Context: an optimization exercise on an open-source flow, tuned for small area, a short achievable clock period and few clock cycles per item. The choices shown serve that exercise and are no tape-out recipe. In this exercise RTL edits were held to simulation tests only and were not proved equivalent to the original. No activity file was given, so power comes from the tool's default toggle rates.

==> 09-14 <==
// sdram_cache
module sdram_cache (
    input  wire                               ui_clk,
    input  wire                               arst_n,
    input  wire                               calib_done,
    input  wire [28-1:0] sd_addr,
    input  wire                               sd_cs,
    input  wire                               sd_l,
    input  wire                               sd_u,
    input  wire                               sd_we,
    input  wire [15:0]      sd_wr,
    input  wire                               sd_big_r,
    output wire  [15:0]                       sd_rd,     
    output wire  [47:0]                       sd_rd48,   
    output wire                               sd_ready,
    output wire  [28-1:0]  app_addr,
    output wire  [2:0]   app_cmd,
    output wire                               app_en,
    output wire  [16*8-1:0] app_wdf_data,
    output wire                               app_wdf_wren,
    input  wire                               app_rdy,
    input  wire                               app_wdf_rdy,
    input  wire [16*8-1:0] app_rd_data,
    input  wire                               app_rd_data_valid
);
    localparam int NE = 8;
    localparam int TW = 24;
    logic [TW-1:0]  tag  [NE];
    logic [127:0]   data [NE];
    logic [NE-1:0]  valid;       
    logic [NE-1:0]  pend;        
    logic [NE-1:0]  dirty;
    logic [NE-1:0]  ref_b;       
    logic [NE-1:0]  pfu;         
    logic           rdy_q;       
    logic           busy;        
    logic           pend_wr;     
    logic [TW-1:0]  r_tag;
    logic [3:0]     r_off;
    logic           r_we, r_l, r_u, r_big, r_needA, r_needB;
    logic [15:0]    r_wr;
    logic [NE-1:0]  selAg [4];
    logic [NE-1:0]  selBg [2];
    wire  [NE-1:0]  selA = selAg[0] | selAg[1] | selAg[2] | selAg[3];
    wire  [NE-1:0]  selB = selBg[0] | selBg[1];
    logic [NE-1:0]  q0, q1;
    logic [1:0]     qn;
    logic           en_q, rd_cmd_q, wren_q, wb_pend;
    logic [TW-1:0]  addr_q;
    logic [NE-1:0]  vict;        
    logic [15:0] wA, wB;
    logic [7:0]  wbyte [16];
    logic        cpu_wr;
    always_comb begin
        for (int p = 0; p < 16; p++) begin
            wA[p] = (r_l && (r_off == 4'(p))) ||
                    (r_u && (r_off != 4'd15) && (r_off + 4'd1 == 4'(p)));
            wB[p] = (p == 0) && r_u && (r_off == 4'd15);
  ...
clock: 10.0 ns
lec_check: 0
cap_margin: 20
core_margin: 2
core_utilization: 40
place_density: 0.55
setup_slack_margin: 4
slew_margin: 20
tns_end_percent: 30
standard.sh (not shown) runs the stock make flow with config.mk's settings and CLKGATE_MAP_FILE= SYNTH_SCRIPT=/design/flow/synth_recipe.tcl, a recipe that flattens the netlist after the stock synthesis.
==> flow/flow/run.sh <==
#!/bin/bash
# The standard layout (the standard.sh, all ORFS steps unchanged), with two
# options passed to ORFS: every port still gets its own buffer, but a buf_2
# rather than the delay cell buffer_ports picks by default, and clock tree
# synthesis adds no dummy loads.
set -euo pipefail
export BUFFER_PORTS_ARGS="-buffer_cell sky130_fd_sc_hd__buf_2"
export CTS_ARGS="-sink_clustering_enable -repair_clock_nets -dont_use_dummy_load"
bash standard.sh > standard.log 2>&1
==> 12-05 (differences from 09-14) <==
--- a/flow/design.v
+++ b/flow/design.v
@@ -36,18 +36,15 @@
     logic           rdy_q;       
     logic           busy;        
     logic           pend_wr;     
     logic [TW-1:0]  r_tag;
     logic [3:0]     r_off;
     logic           r_we, r_l, r_u, r_big, r_needA, r_needB;
     logic [15:0]    r_wr;
-    logic [NE-1:0]  selAg [4];
-    logic [NE-1:0]  selBg [2];
-    wire  [NE-1:0]  selA = selAg[0] | selAg[1] | selAg[2] | selAg[3];
-    wire  [NE-1:0]  selB = selBg[0] | selBg[1];
+    logic [NE-1:0]  selA, selB;  
     logic [NE-1:0]  q0, q1;
     logic [1:0]     qn;
     logic           en_q, rd_cmd_q, wren_q, wb_pend;
     logic [TW-1:0]  addr_q;
     logic [NE-1:0]  vict;        
     logic [15:0] wA, wB;
     logic [7:0]  wbyte [16];
@@ -64,74 +61,62 @@
     wire wr_inA = |wA;
     wire wr_inB = |wB;
     assign cpu_wr = pend_wr && (wr_inA || wr_inB);
     wire          accept = rdy_q && sd_cs;
     wire          rdbig  = sd_big_r & ~sd_we;
     wire [3:0]    off    = sd_addr[3:0];
     wire [TW-1:0] cA     = rdy_q ? sd_addr[27:4] : r_tag;   
-    wire [TW-1:0] cB     = cA + 1'b1;    
+    wire [TW-1:0] cB     = cA + 1'b1;
     wire          needA  = busy ? r_needA :
                            (sd_l | (sd_u & (off != 4'd15)) | (rdbig & (off <= 4'd13)));
     wire          needB  = busy ? r_needB :
                            ((sd_u & (off == 4'd15)) | (rdbig & (off >= 4'd9)));
     wire          look   = accept || busy;
-    wire [3:0]    aoff   = busy ? r_off : off;
-    wire [3:0]    use_ag = {aoff >= 4'd5, aoff <= 4'd11 && aoff >= 4'd1, aoff <= 4'd7, aoff <= 4'd3};
-    wire [1:0]    use_bg = {aoff >= 4'd13, aoff >= 4'd9};
     wire          fill_v   = app_rd_data_valid && (qn != 2'd0);
     wire [NE-1:0] fill_e   = fill_v ? q0 : '0;
-    wire          fill_ok  = !(wren_q && ((q0 & selAg[0]) != '0)) && !cpu_wr;
+    wire          fill_ok  = !(wren_q && ((q0 & selA) != '0)) && !cpu_wr;
     wire [NE-1:0] fill_now = fill_ok ? fill_e : '0;
     wire [NE-1:0] have     = valid | fill_now;
     logic [NE-1:0] mA, mB;
     always_comb begin
         for (int e = 0; e < NE; e++) begin
-            logic [TW-1:0] d;
-            d     = tag[e] ^ cA;
-            mA[e] = (d == '0);
-            mB[e] = d[0];
-            for (int j = 0; j < TW-1; j++) mB[e] = mB[e] & (d[j+1] == (cA[j] & d[j]));
+            mA[e] = (tag[e] == cA);
+            mB[e] = (tag[e] == cB);
         end
     end
     wire [NE-1:0] hA = mA & have;
     wire [NE-1:0] hB = mB & have;
     wire          okA    = !needA || (|hA);
     wire          okB    = !needB || (|hB);
     wire          lostA  = needA && !(|hA) && !(|(mA & pend & ~fill_now));
     wire          lostB  = needB && !(|hB) && !(|(mB & pend & ~fill_now));
     wire          done   = look && okA && okB && !wren_q;
     wire          nextin = |(mB & (have | pend));    
     wire          pfhit  = needA && |(hA & pfu);    
-    wire [NE-1:0] hits   = (needA ? hA : '0) | (needB ? hB : '0);
-    wire [NE-1:0] touch  = look ? hits : '0;
-    wire [NE-1:0] wr_e  = pend_wr ? (selA | selB) : '0;
-    wire [NE-1:0] cbase = ~ref_b & ~pend & ~wr_e;
-    wire [NE-1:0] cclean = cbase & ~(valid & dirty);
+    wire [NE-1:0] touch  = done ? ((needA ? hA : '0) | (needB ? hB : '0)) : '0;
+    wire [NE-1:0] wr_e = pend_wr ? (selA | selB) : '0;
+    wire [NE-1:0] cand = ~pend & ~touch & ~wr_e & ~(look ? (hA | hB) : '0);
+    wire [NE-1:0] cand_nr = cand & ~ref_b;
+    wire [NE-1:0] cand_cl = cand_nr & ~(valid & dirty);
     function automatic [NE-1:0] first1(input [NE-1:0] v);
         first1 = '0;
         for (int e = NE-1; e >= 0; e--) if (v[e]) first1 = NE'(1) << e;
     endfunction
-    wire [NE-1:0] c1 = first1(cbase);
-    wire [NE-1:0] c2 = first1(cbase & ~c1);
-    wire          c1_dirty = |(c1 & valid & dirty);
-    wire          c2_dirty = |(c2 & valid & dirty);
-    wire          c1_hit   = |(c1 & hits);
-    wire [NE-1:0] dvict    = c1_hit ? c2 : c1;
-    wire          dvict_dirty = c1_hit ? c2_dirty : c1_dirty;
-    wire [NE-1:0] pvict    = first1(cclean);
+    wire [NE-1:0] dvict = first1((cand_nr != '0) ? cand_nr : cand);
+    wire [NE-1:0] pvict = first1(cand_cl);
+    wire          dvict_dirty = |(dvict & valid & dirty);
     wire          port_free = !en_q && !wren_q && (qn != 2'd2);
-    wire          pf_busy   = busy && needA && !lostA && !lostB && !(|hA) && !nextin;
-    wire          d_issue   = look && (lostA || lostB || pf_busy) && port_free && (dvict != '0);
+    wire          d_issue   = look && (lostA || lostB) && port_free;
     wire          p_issue   = done && pfhit && !nextin && port_free &&
-                              (pvict != '0) && !(|(pvict & (hA | hB)));
+                              (cand_cl != '0);
     wire          issue     = d_issue || p_issue;
     wire [NE-1:0] ivict     = d_issue ? dvict : pvict;
-    wire [TW-1:0] itag      = lostA ? cA : cB;    
+    wire [TW-1:0] itag      = (d_issue && lostA) ? cA : cB;
     wire [NE-1:0] touch_all = touch | (issue ? ivict : '0);
-    wire          ref_full  = &(ref_b | pend | touch);
+    wire [NE-1:0] ref_or    = ref_b | touch_all;
     always_ff @(posedge ui_clk or negedge arst_n) begin
         if (!arst_n) begin
             rdy_q   <= 1'b0;
             busy    <= 1'b0;
             pend_wr <= 1'b0;
             valid   <= '0;
             pend    <= '0;
@@ -141,15 +126,15 @@
             qn      <= '0;
             en_q    <= 1'b0;
             wren_q  <= 1'b0;
             wb_pend <= 1'b0;
         end else begin
             pend_wr <= 1'b0;
             if (!rdy_q && !busy && calib_done) rdy_q <= 1'b1;  
-            ref_b <= ref_full ? touch_all : (ref_b | touch_all);
+            ref_b <= (&ref_or) ? touch_all : ref_or;
             if (look) begin
                 if (done) begin
                     busy    <= 1'b0;
                     rdy_q   <= 1'b1;
                     pend_wr <= busy ? r_we : sd_we;
                 end else begin
                     busy    <= 1'b1;
@@ -203,18 +188,18 @@
             r_u     <= sd_u;
             r_big   <= rdbig;
             r_wr    <= sd_wr;
             r_needA <= needA;
             r_needB <= needB;
         end
         if (done) begin
-            for (int g = 0; g < 4; g++) selAg[g] <= use_ag[g] ? hA : '0;
-            for (int g = 0; g < 2; g++) selBg[g] <= use_bg[g] ? hB : '0;
+            selA <= hA;
+            selB <= hB;
         end else if (d_issue && dvict_dirty) begin
-            for (int g = 0; g < 4; g++) selAg[g] <= dvict;   
+            selA <= dvict;   
         end
         if (issue) begin
             if (qn == 2'd0 || (qn == 2'd1 && fill_v)) q0 <= ivict;
             else                                       q1 <= ivict;
         end
         if (fill_v && !(issue && qn == 2'd1)) q0 <= q1;
         if (fill_v && issue && qn == 2'd2) q1 <= ivict;
@@ -228,29 +213,27 @@
         end
     end
     always_ff @(posedge ui_clk) begin
         for (int e = 0; e < NE; e++) begin
             if (rd_taken && vict[e]) tag[e] <= addr_q;
             for (int p = 0; p < 16; p++) begin
                 if (fill_now[e] ||
-                    (pend_wr && ((selAg[p/4][e] && wA[p]) || (selBg[0][e] && wB[p]))))
+                    (pend_wr && ((selA[e] && wA[p]) || (selB[e] && wB[p]))))
                     data[e][p*8 +: 8] <= wbyte[p];
             end
         end
     end
     logic [127:0] lineA;
     logic [55:0]  lineB;
     always_comb begin
         lineA = '0;
         lineB = '0;
         for (int e = 0; e < NE; e++) begin
-            for (int g = 0; g < 4; g++)
-                lineA[g*32 +: 32] = lineA[g*32 +: 32] | ({32{selAg[g][e]}} & data[e][g*32 +: 32]);
-            lineB[31:0]  = lineB[31:0]  | ({32{selBg[0][e]}} & data[e][31:0]);
-            lineB[55:32] = lineB[55:32] | ({24{selBg[1][e]}} & data[e][55:32]);
+            lineA = lineA | ({128{selA[e]}} & data[e]);
+            lineB = lineB | ({56{selB[e]}} & data[e][55:0]);
         end
     end
     wire [183:0] s0 = {lineB, lineA};
     wire [119:0] s1 = r_off[3] ? s0[183:64] : s0[119:0];
     wire [87:0]  s2 = r_off[2] ? s1[119:32] : s1[87:0];
     wire [71:0]  s3 = r_off[1] ? s2[87:16]  : s2[71:0];
     wire [63:0]  s4 = r_off[0] ? s3[71:8]   : s3[63:0];
==> flow/run.sh (new file) <==
#!/bin/bash
# synth_recipe.tcl (not shown) runs the flow's synth.tcl, then flattens the netlist and writes it again
# the make line also repeats each setting of config.mk as NAME=value (left out here)
make -C /OpenROAD-flow-scripts/flow DESIGN_CONFIG=/design/flow/config.mk WORK_HOME=/design/flow/orfs CLKGATE_MAP_FILE= SYNTH_SCRIPT=/design/flow/synth_recipe.tcl finish
==> flow/config.mk (replaced) <==
export PLATFORM = sky130hd
export DESIGN_NAME = sdram_cache
export DESIGN_NICKNAME = sdram_cache
export VERILOG_FILES = /design/flow/design.v
export SDC_FILE = /design/flow/constraint.sdc
export NUM_CORES = 4
export LEC_CHECK = 0
export CAP_MARGIN = 20
export CORE_MARGIN = 2
export CORE_UTILIZATION = 25
export PLACE_DENSITY = 0.4
export SETUP_SLACK_MARGIN = 4
export SLEW_MARGIN = 20
removed: flow/flow/run.sh
removed: flow/standard.sh
==> 12-15 (differences from 09-14) <==
--- a/flow/design.v
+++ b/flow/design.v
@@ -40,15 +40,15 @@
     logic [3:0]     r_off;
     logic           r_we, r_l, r_u, r_big, r_needA, r_needB;
     logic [15:0]    r_wr;
     logic [NE-1:0]  selAg [4];
     logic [NE-1:0]  selBg [2];
     wire  [NE-1:0]  selA = selAg[0] | selAg[1] | selAg[2] | selAg[3];
     wire  [NE-1:0]  selB = selBg[0] | selBg[1];
-    logic [NE-1:0]  q0, q1;
+    logic [NE-1:0]  q0, q1, q2;
     logic [1:0]     qn;
     logic           en_q, rd_cmd_q, wren_q, wb_pend;
     logic [TW-1:0]  addr_q;
     logic [NE-1:0]  vict;        
     logic [15:0] wA, wB;
     logic [7:0]  wbyte [16];
     logic        cpu_wr;
@@ -114,15 +114,15 @@
     wire [NE-1:0] c2 = first1(cbase & ~c1);
     wire          c1_dirty = |(c1 & valid & dirty);
     wire          c2_dirty = |(c2 & valid & dirty);
     wire          c1_hit   = |(c1 & hits);
     wire [NE-1:0] dvict    = c1_hit ? c2 : c1;
     wire          dvict_dirty = c1_hit ? c2_dirty : c1_dirty;
     wire [NE-1:0] pvict    = first1(cclean);
-    wire          port_free = !en_q && !wren_q && (qn != 2'd2);
+    wire          port_free = !en_q && !wren_q && (qn != 2'd3);
     wire          pf_busy   = busy && needA && !lostA && !lostB && !(|hA) && !nextin;
     wire          d_issue   = look && (lostA || lostB || pf_busy) && port_free && (dvict != '0);
     wire          p_issue   = done && pfhit && !nextin && port_free &&
                               (pvict != '0) && !(|(pvict & (hA | hB)));
     wire          issue     = d_issue || p_issue;
     wire [NE-1:0] ivict     = d_issue ? dvict : pvict;
     wire [TW-1:0] itag      = lostA ? cA : cB;    
@@ -178,15 +178,15 @@
                     pend[e]  <= 1'b1;
                     pfu[e]   <= 1'b1;
                 end else if (fill_e[e]) begin
                     valid[e] <= fill_ok;    
                     pend[e]  <= 1'b0;
                     dirty[e] <= 1'b0;
                 end else begin
-                    if (done && needA && hA[e]) pfu[e] <= 1'b0;
+                    if (done && needA && hA[e] && (p_issue || nextin)) pfu[e] <= 1'b0;
                     if (pend_wr && ((selA[e] && wr_inA) || (selB[e] && wr_inB))) dirty[e] <= 1'b1;
                 end
             end
         end
     end
     logic [TW-1:0] vict_tag;
     always_comb begin
@@ -209,19 +209,22 @@
         if (done) begin
             for (int g = 0; g < 4; g++) selAg[g] <= use_ag[g] ? hA : '0;
             for (int g = 0; g < 2; g++) selBg[g] <= use_bg[g] ? hB : '0;
         end else if (d_issue && dvict_dirty) begin
             for (int g = 0; g < 4; g++) selAg[g] <= dvict;   
         end
         if (issue) begin
-            if (qn == 2'd0 || (qn == 2'd1 && fill_v)) q0 <= ivict;
-            else                                       q1 <= ivict;
+            case (qn - (fill_v ? 2'd1 : 2'd0))
+                2'd0:    q0 <= ivict;
+                2'd1:    q1 <= ivict;
+                default: q2 <= ivict;
+            endcase
         end
         if (fill_v && !(issue && qn == 2'd1)) q0 <= q1;
-        if (fill_v && issue && qn == 2'd2) q1 <= ivict;
+        if (fill_v && !(issue && qn == 2'd2)) q1 <= q2;
         if (issue) begin
             vict     <= ivict;
             addr_q   <= itag;
             rd_cmd_q <= 1'b1;
         end else if (rd_taken && wb_pend) begin
             addr_q   <= vict_tag;
             rd_cmd_q <= 1'b0;
==> flow/config.mk (replaced) <==
export PLATFORM = sky130hd
export DESIGN_NAME = sdram_cache
export DESIGN_NICKNAME = sdram_cache
export VERILOG_FILES = /design/flow/design.v
export SDC_FILE = /design/flow/constraint.sdc
export NUM_CORES = 4
export LEC_CHECK = 0
export CAP_MARGIN = 20
export CORE_MARGIN = 2
export CORE_UTILIZATION = 50
export PLACE_DENSITY = 0.65
export SETUP_SLACK_MARGIN = 4.5
export SLEW_MARGIN = 20
==> summary.txt <==
- Status: no timing/DRC/antenna violations
- Core region area: 270000 um2
- Crit-path leading delay family: simple AND/OR/NAND/NOR gates
- Reg power frac: 0.296
- Area of the multi-input gates: 28400 um2
- Seq group: 9.54 mW
- Start point of the critical path: sd_addr[4]
- Yosys reg bits: 1379
- Netlist cell types: 106
# the run above: 12-05

==> summary.txt <==
- Status: no timing/DRC/antenna violations
- Yosys reg bits: 1419
- Crit-path leading delay family: compound AO/OA/AOI/OAI gates
- Netlist cell types: 95
- Core region area: 137000 um2
# the run above: 12-15

==> summary.txt <==
- Crit-path leading delay family: compound AO/OA/AOI/OAI gates
- Area of the multi-input gates: 25300 um2
- Chip Height: 420 um
- Final setup viols: 0
- Status: no timing/DRC/antenna violations
- Start point of the critical path: selAg[2][3]
- Core region area: 172000 um2
- Adder-cell share of the synthesized area: 0.0343
- Reg power frac: 0.360
- Seq group: 9.62 mW
# the run above: 09-14

Testbench counts of 09-14, summed over its fixed seeds: cycles 31,795, requests 16,000.
Testbench counts of 12-05, summed over its fixed seeds: cycles 32,828, requests 16,000.
Testbench counts of 12-15, summed over its fixed seeds: cycles 31,195, requests 16,000.

port drivers added, routing unchanged:
No port has a modelled driver above. Below, the same layouts with a new extraction and two added sets of constraints. Step 1 assumes that a clkbuf_16 drives the clock port and a buf_2 every other input. Step 2 also shifts input and output timing later by t, the mid clock arrival at the registers, as if the neighbouring blocks saw the same clock. a / b / c = ideal / step 1 / step 2; a / b = the first two.
| run | shift t [ns] | setup WS [ns] | worst hold slack (ns) | clock arrival spread, ns | worst data-port slew with drivers (ns) |
|---|---|---|---|---|---|
| 09-14 | 0.882 | 3.831 / 3.735 / 3.183 | 0.465 / 0.465 / 0.465 | 0.094 / 0.094 | 0.17 |
| 12-05 | 0.915 | 3.452 / 3.509 / 2.593 | 0.457 / 0.457 / 0.457 | 0.078 / 0.079 | 0.29 |
| 12-15 | 0.860 | 4.325 / 4.247 / 3.697 | 0.463 / 0.463 / 0.463 | 0.098 / 0.099 | 0.24 |
After both steps setup and hold are still met in every run listed. The setup slack of 12-05, which loses most, moves by +0.057 ns with the drivers and by -0.859 ns with both steps.
